This design comes from an exercise in tuning for small area and a short achievable clock period on the open sky130 flow, not from production work.
In this exercise RTL edits were held to simulation tests only and were not proved equivalent to the original.
No activity file was given, so power comes from the tool's default toggle rates.

==> flow/design.v (excerpt) <==
module sdfm_regmap
(
  input  logic                    SYSCLK,
  input  logic                    SYSRSTn,
  input  logic [16-1:0] addr,
  input  logic                    wr,
  input  logic                    rd,
  input  logic [32-1:0]  wdata,
  output logic [32-1:0]  rdata,    
  input  logic [63:0]             filt_data_out,
  input  logic [1:0]              filt_data_update,
  input  logic [63:0]             comp_data_out,
  input  logic [1:0]              comp_data_update,
  input  logic [1:0]              comp_data_low,
  input  logic [1:0]              comp_data_high,
  output logic                    reg_rsten,
  output logic                    reg_clken,
  output logic [15:0]             reg_filtdec,
  output logic [3:0]              reg_filtmode,
  output logic [7:0]              reg_filtdiv,
  output logic [1:0]              reg_filten,
  output logic [1:0]              reg_filtask,
  output logic [3:0]              reg_filtst,
  output logic [9:0]              reg_filtsh,
  output logic [15:0]             reg_compdec,
  output logic [3:0]              reg_compmode,
  output logic [7:0]              reg_compdiv,
  output logic [1:0]              reg_compen,
  output logic [1:0]              reg_compsen,
  output logic [3:0]              reg_compst,
  output logic [1:0]              reg_compilen,
  output logic [1:0]              reg_compihen,
  output logic [1:0]              reg_complclrflg,
  output logic [1:0]              reg_comphclrflg,
  output logic [63:0]             reg_compltrd,
  output logic [63:0]             reg_comphtrd,
  output logic                    irq
);
export LEC_CHECK = 0
export CAP_MARGIN = 30
export CORE_MARGIN = 2
export CORE_UTILIZATION = 40
export SETUP_SLACK_MARGIN = 3.3
export SLEW_MARGIN = 40
export SYNTH_HIERARCHICAL = 1
create_clock -name core_clock -period 8.0 [get_ports {SYSCLK}]
standard.sh (not shown) runs the stock make flow with config.mk's settings and CLKGATE_MAP_FILE= SYNTH_SCRIPT=/design/flow/synth_recipe.tcl, a recipe that flattens the netlist after the stock synthesis.
==> flow/flow/run.sh <==
#!/bin/bash
# standard layout with plain buf_1 port buffers and a lighter clock tree
set -euo pipefail
export BUFFER_PORTS_ARGS="-buffer_cell sky130_fd_sc_hd__buf_1"
export CTS_ARGS="-sink_clustering_enable -repair_clock_nets -dont_use_dummy_load -buf_list sky130_fd_sc_hd__clkbuf_8 -sink_clustering_size 16 -sink_clustering_max_diameter 50"
bash standard.sh > standard.log 2>&1
Then changed:
SETUP_SLACK_MARGIN = 3.0   (was 3.3)
The new run finished clean.
Sequential power hardly moves.
Die area is unchanged.
Cell area is lower by 2.6%.
Non-clock buffer count decreases by 32.
Global-route usage hardly moves.
Area after synthesis stays the same.
Worst setup slack loses 0.38 ns.
Total power went up by 0.45%.
Cell count falls by 1.1%.

TR:
sdfm_regmap, a different RTL version from the one above (not shown whole).
Size: about 1,400 cells after synthesis, ~350 flip-flops, roughly 440 I/O pins.
clock: 8.0 ns
lec_check: 0
cap_margin: 20
core_margin: 2
core_utilization: 40
setup_slack_margin: 3.4
slew_margin: 20
synth_hierarchical: 1
Scripts as last shown in full above: flow/flow/run.sh
Inputs modified between TR and JK:
Settings: SETUP_SLACK_MARGIN now 3.6, was 3.4.
## What came out
Non-clock buffer count in the final layout of JK exceeds that of TR slightly.
Comparing mean routed wirelength per cell for TR and JK, the smaller number came from TR.
~same number of standard cells in the final layout excluding fillers in TR and JK
The faster design of the two is JK; TR tops out lower.
Delta (JK minus TR): half-perimeter wire length after placement higher, H-tree depth roughly the same, register-to-register slack higher.
Diff TR..JK | required time of the critical path | negligible
The via count reported for JK is higher than the one for TR.

Another version of the RTL of sdfm_regmap (not shown whole).
Size in the first run: ~0.013 mm² of cells after synthesis.
export LEC_CHECK = 0
export CAP_MARGIN = 30
export CORE_MARGIN = 2
export CORE_UTILIZATION = 40
export SETUP_SLACK_MARGIN = 3.5
export SLEW_MARGIN = 40
export SYNTH_HIERARCHICAL = 1
create_clock -name core_clock -period 8.0 [get_ports {SYSCLK}]
Scripts as last shown in full above: flow/flow/run.sh
Rerun with:
--- a/flow/config.mk
+++ b/flow/config.mk
@@ -8 +8 @@
-export CAP_MARGIN = 30
+export CAP_MARGIN = 20
@@ -10,3 +10,4 @@
-export CORE_UTILIZATION = 40
-export SETUP_SLACK_MARGIN = 3.5
-export SLEW_MARGIN = 40
+export CORE_UTILIZATION = 75
+export PLACE_DENSITY = 0.85
+export SETUP_SLACK_MARGIN = 3.3
+export SLEW_MARGIN = 20
This time the run aborted during global routing on GRT-0232.
Synthesized cell count is unchanged.
Area after synthesis does not change.

## build 61
sdfm_regmap again, from the RTL that the note above started with.
clock: 8.0 ns
lec_check: 0
cap_margin: 20
core_margin: 2
core_utilization: 40
setup_slack_margin: 3.3
slew_margin: 20
synth_hierarchical: 1
==> flow/flow/run.sh <==
#!/bin/bash
# standard layout with plain buf_1 port buffers and a lighter clock tree
set -euo pipefail
export BUFFER_PORTS_ARGS="-buffer_cell sky130_fd_sc_hd__buf_1"
export CTS_ARGS="-sink_clustering_enable -repair_clock_nets -dont_use_dummy_load -buf_list sky130_fd_sc_hd__clkbuf_16 -sink_clustering_size 30 -sink_clustering_max_diameter 80"
bash standard.sh > standard.log 2>&1
Changes in build 41 relative to build 61:
-- flow/flow/run.sh --
<<< build 61, line 5
export CTS_ARGS="-sink_clustering_enable -repair_clock_nets -dont_use_dummy_load -buf_list sky130_fd_sc_hd__clkbuf_16 -sink_clustering_size 30 -sink_clustering_max_diameter 80"
>>> build 41, line 5
export CTS_ARGS="-sink_clustering_enable -repair_clock_nets -dont_use_dummy_load -buf_list sky130_fd_sc_hd__clkbuf_8 -sink_clustering_size 16 -sink_clustering_max_diameter 50"
-- flow/config.mk --
<<< build 61, line 10
export CORE_UTILIZATION = 40
>>> build 41, line 10
export CORE_UTILIZATION = 65
export PLACE_DENSITY = 0.75
--- outcome ---
Internal power consumption (build 41 vs. build 61) decreases by a few percent
There was hardly any difference in post-CTS clock slew at the launch and capture registers of the worst setup and hold paths between build 61 and build 41.
Summary of build 41 over build 61: fraction of power spent switching nets went up by 0.20 points, worst hold slack was more or less identical, setup slack after placement went up by 0.030 ns, multi-input gate share of the layout cell area went up by 0.43 points, cell count went down by 176.
Build 41 vs. build 61: maximum single-stage delay on the critical path went down by 0.04 ns.
#### Input delta (build 38 over build 41)
-- flow/config.mk --
<<< build 41, line 12
export SETUP_SLACK_MARGIN = 3.3
>>> build 38, line 12
export SETUP_SLACK_MARGIN = 3.5
Build 38 — number of setup buffers added after CTS 7 higher, build 41 as reference
Total die area came out exactly the same in build 38 and build 41.
The lower post-detailed-routing wire length came out of build 41.
Of build 38 and build 41, build 41 shows the higher maximum VDD drop, with build 38 below it.
The inputs of build 24 differ from those of build 38 as listed below.
-- flow/config.mk --
<<< build 38, line 8
export CAP_MARGIN = 20
>>> build 24, line 8
export CAP_MARGIN = 5
<<< build 38, line 10
export CORE_UTILIZATION = 65
export PLACE_DENSITY = 0.75
export SETUP_SLACK_MARGIN = 3.5
export SLEW_MARGIN = 20
>>> build 24, line 10
export CORE_UTILIZATION = 40
export SETUP_SLACK_MARGIN = 3.3
export SLEW_MARGIN = 5
==> comparison <==
- Build 24 against build 38: post-detailed-placement cell area went up 260 um^2, design area went down about 1.4%, max-slew violation count held, post-CTS resize count went down about 54%, clock input transition at the sequential cells of the worst setup and hold paths went down 0.02 ns.
- The higher source-to-sink clock delay at the later pin of the worst-skew pair of build 24 and build 38 is in build 38.
The inputs of build 22 differ from those of build 24 as listed below.
-- flow/config.mk --
<<< build 24, line 8
export CAP_MARGIN = 5
>>> build 22, line 8
export CAP_MARGIN = 30
<<< build 24, line 12
export SLEW_MARGIN = 5
>>> build 22, line 12
export SLEW_MARGIN = 40
--- outcome ---
Looking only at clock period minus worst slack, and setting everything else aside, the lower value of build 24 and build 22 goes to build 24. Looking at length of the first detailed-routing pass in iterations across build 24 and build 22, the one that comes out lower is build 24. Build 22 vs. build 24: part of the power in combinational logic moved up; layout overhead on the synthesized area moved up. Build 22 and build 24 ended up with roughly the same via count. Across both runs, core utilization was higher for build 22 than for build 24. Compared with build 24, build 22 shows sequential share of layout area lower by 0.64 points. Against build 24, build 22 comes in 0.28 points higher on global-route usage. [build 22 vs build 24] detailed-routing wirelength on met1: higher in build 22. From build 24 to build 22 the numbers moved as follows: worst setup slack shows a reduction of 0.0046 ns, wire length of the first global-routing pass increased by about 0.9% relative to the old numbers.
Inputs modified between build 22 and build 73:
-- flow/config.mk --
<<< build 22, line 8
export CAP_MARGIN = 30
>>> build 73, line 8
export CAP_MARGIN = 20
<<< build 22, line 12
export SLEW_MARGIN = 40
>>> build 73, line 12
export SLEW_MARGIN = 20
Notes after the runs:
Between build 73 and build 22, the total global-route track usage figures differ only marginally. Between build 22 and build 73, fraction of final layout cells with drive strength greater than 1 decreased. As far as area share of and/or/nand/nor cells after synthesis is concerned, build 73 and build 22 perform about the same. Diff build 22 -> build 73 | met1 layer wirelength in the final routing | down slightly.

run A:
Another version of the RTL of sdfm_regmap (not shown whole).
For scale: about 1300 cells after synthesis, roughly 350 flip-flops, about 440 I/O pins, roughly 0.013 mm2 of cells after synthesis.
// sdfm_regmap
module sdfm_regmap
(
  input  logic                    SYSCLK,
  input  logic                    SYSRSTn,
  input  logic [16-1:0] addr,
  input  logic                    wr,
  input  logic                    rd,
  input  logic [32-1:0]  wdata,
  output logic [32-1:0]  rdata,    
  input  logic [63:0]             filt_data_out,
  input  logic [1:0]              filt_data_update,
  input  logic [63:0]             comp_data_out,
  input  logic [1:0]              comp_data_update,
  input  logic [1:0]              comp_data_low,
  input  logic [1:0]              comp_data_high,
  output logic                    reg_rsten,
  output logic                    reg_clken,
  output logic [15:0]             reg_filtdec,
  output logic [3:0]              reg_filtmode,
  output logic [7:0]              reg_filtdiv,
  output logic [1:0]              reg_filten,
  output logic [1:0]              reg_filtask,
  output logic [3:0]              reg_filtst,
  output logic [9:0]              reg_filtsh,
  output logic [15:0]             reg_compdec,
  output logic [3:0]              reg_compmode,
  output logic [7:0]              reg_compdiv,
  output logic [1:0]              reg_compen,
  output logic [1:0]              reg_compsen,
  output logic [3:0]              reg_compst,
  output logic [1:0]              reg_compilen,
  output logic [1:0]              reg_compihen,
  output logic [1:0]              reg_complclrflg,
  output logic [1:0]              reg_comphclrflg,
  output logic [63:0]             reg_compltrd,
  output logic [63:0]             reg_comphtrd,
  output logic                    irq
);
clock: 8.0 ns
lec_check: 0
cap_margin: 20
core_margin: 2
core_utilization: 65
place_density: 0.75
setup_slack_margin: 3.3
slew_margin: 20
synth_hierarchical: 1
==> flow/flow/run.sh <==
#!/bin/bash
# standard layout with plain buf_1 port buffers and a lighter clock tree
set -euo pipefail
export BUFFER_PORTS_ARGS="-buffer_cell sky130_fd_sc_hd__buf_1"
export CTS_ARGS="-sink_clustering_enable -repair_clock_nets -dont_use_dummy_load -buf_list sky130_fd_sc_hd__clkbuf_8 -sink_clustering_size 16 -sink_clustering_max_diameter 50"
bash standard.sh > standard.log 2>&1
[inputs] run B vs run A
-- flow/flow/run.sh --
<<< run A, line 5
export CTS_ARGS="-sink_clustering_enable -repair_clock_nets -dont_use_dummy_load -buf_list sky130_fd_sc_hd__clkbuf_8 -sink_clustering_size 16 -sink_clustering_max_diameter 50"
>>> run B, line 5
export CTS_ARGS="-sink_clustering_enable -repair_clock_nets -dont_use_dummy_load -buf_list sky130_fd_sc_hd__clkbuf_16 -sink_clustering_size 30 -sink_clustering_max_diameter 80"
### Flow results
- Run B: flow completed, timing, DRC and antenna clean
- Higher power after layout among run B and run A: run A
- Of run B and run A, the lower portion of total power attributed to the clock network belongs to run B.
- Final period demand of the worst path: run B worse than run A
- Between run B and run A, the difference in share of cell area taken by multi-input logic gates is negligible.
- Any difference in sequential share of layout area between run B and run A is small enough to ignore.
- Sequential fraction of design power came out higher on run B than on run A.
- On worst setup slack, the lower figure sits with run B, not run A.
- Number of non-clock buffers in the layout (run B vs. run A) increases by a few percent
- Run B against run A; maximum frequency is down slightly.
- Between run B and run A, the leakage power summed over all cells figures differ only marginally.
Changes in run C relative to run B:
- SETUP_SLACK_MARGIN changed from 3.3 to 3.1
-- flow/flow/run.sh --
<<< run B, line 5
export CTS_ARGS="-sink_clustering_enable -repair_clock_nets -dont_use_dummy_load -buf_list sky130_fd_sc_hd__clkbuf_16 -sink_clustering_size 30 -sink_clustering_max_diameter 80"
>>> run C, line 5
export CTS_ARGS="-sink_clustering_enable -repair_clock_nets -dont_use_dummy_load -buf_list sky130_fd_sc_hd__clkbuf_8 -sink_clustering_size 16 -sink_clustering_max_diameter 50"
--- outcome ---
Final routed wirelength across all metal layers: run C better than run B
Run C against run B; post-route cell area is down slightly.
The clock skew in run C was higher than what run B gave.
The maximum clock frequency of run C is lower than that of run B.
Post-route clock period utilization was higher in run C than in run B.

[static timing again, ports no longer ideal]
The results above use ideal ports. As a check the final layouts listed here were re-extracted and re-timed, cells and wires unchanged. Step 1, drivers: a clkbuf_16 drives SYSCLK and a buf_2 each remaining input, both assumed. Step 2 moves the port delays by t, midway between the first and last clock arrival at a register: inputs arrive t later, outputs are due t later. That takes back most of the time a late clock gives input paths. a / b / c = no drivers / after step 1 / after step 2; a / b = the first two.
run	shift t [ns]	slack for setup (ns)	worst register clock-pin slew, ns
the first run of note 1	0.599	3.276 / 3.173 / 3.173	0.10 / 0.10
the second run of note 1	0.591	2.893 / 2.871 / 2.871	0.10 / 0.10
TR	0.590	3.387 / 3.347 / 3.347	0.10 / 0.10
JK	0.605	3.494 / 3.420 / 3.420	0.10 / 0.10
the first run of note 3	0.587	3.405 / 3.223 / 3.223	0.10 / 0.10
build 61	0.570	3.319 / 3.231 / 3.231	0.11 / 0.11
build 41	0.643	3.287 / 3.228 / 3.228	0.10 / 0.10
build 38	0.643	3.371 / 3.235 / 3.235	0.10 / 0.10
build 24	0.615	3.313 / 3.242 / 3.242	0.10 / 0.10
build 22	0.588	3.308 / 3.256 / 3.256	0.10 / 0.10
build 73	0.611	3.302 / 3.213 / 3.213	0.10 / 0.10
run A	0.645	3.239 / 3.149 / 3.149	0.10 / 0.10
run B	0.555	3.174 / 3.136 / 3.136	0.11 / 0.11
run C	0.637	2.985 / 2.941 / 2.941	0.10 / 0.10
After both steps every run listed still meets setup and hold. For the first run of note 3, which loses most, drivers alone change the setup slack by -0.182 ns; drivers and shift together by -0.182 ns.
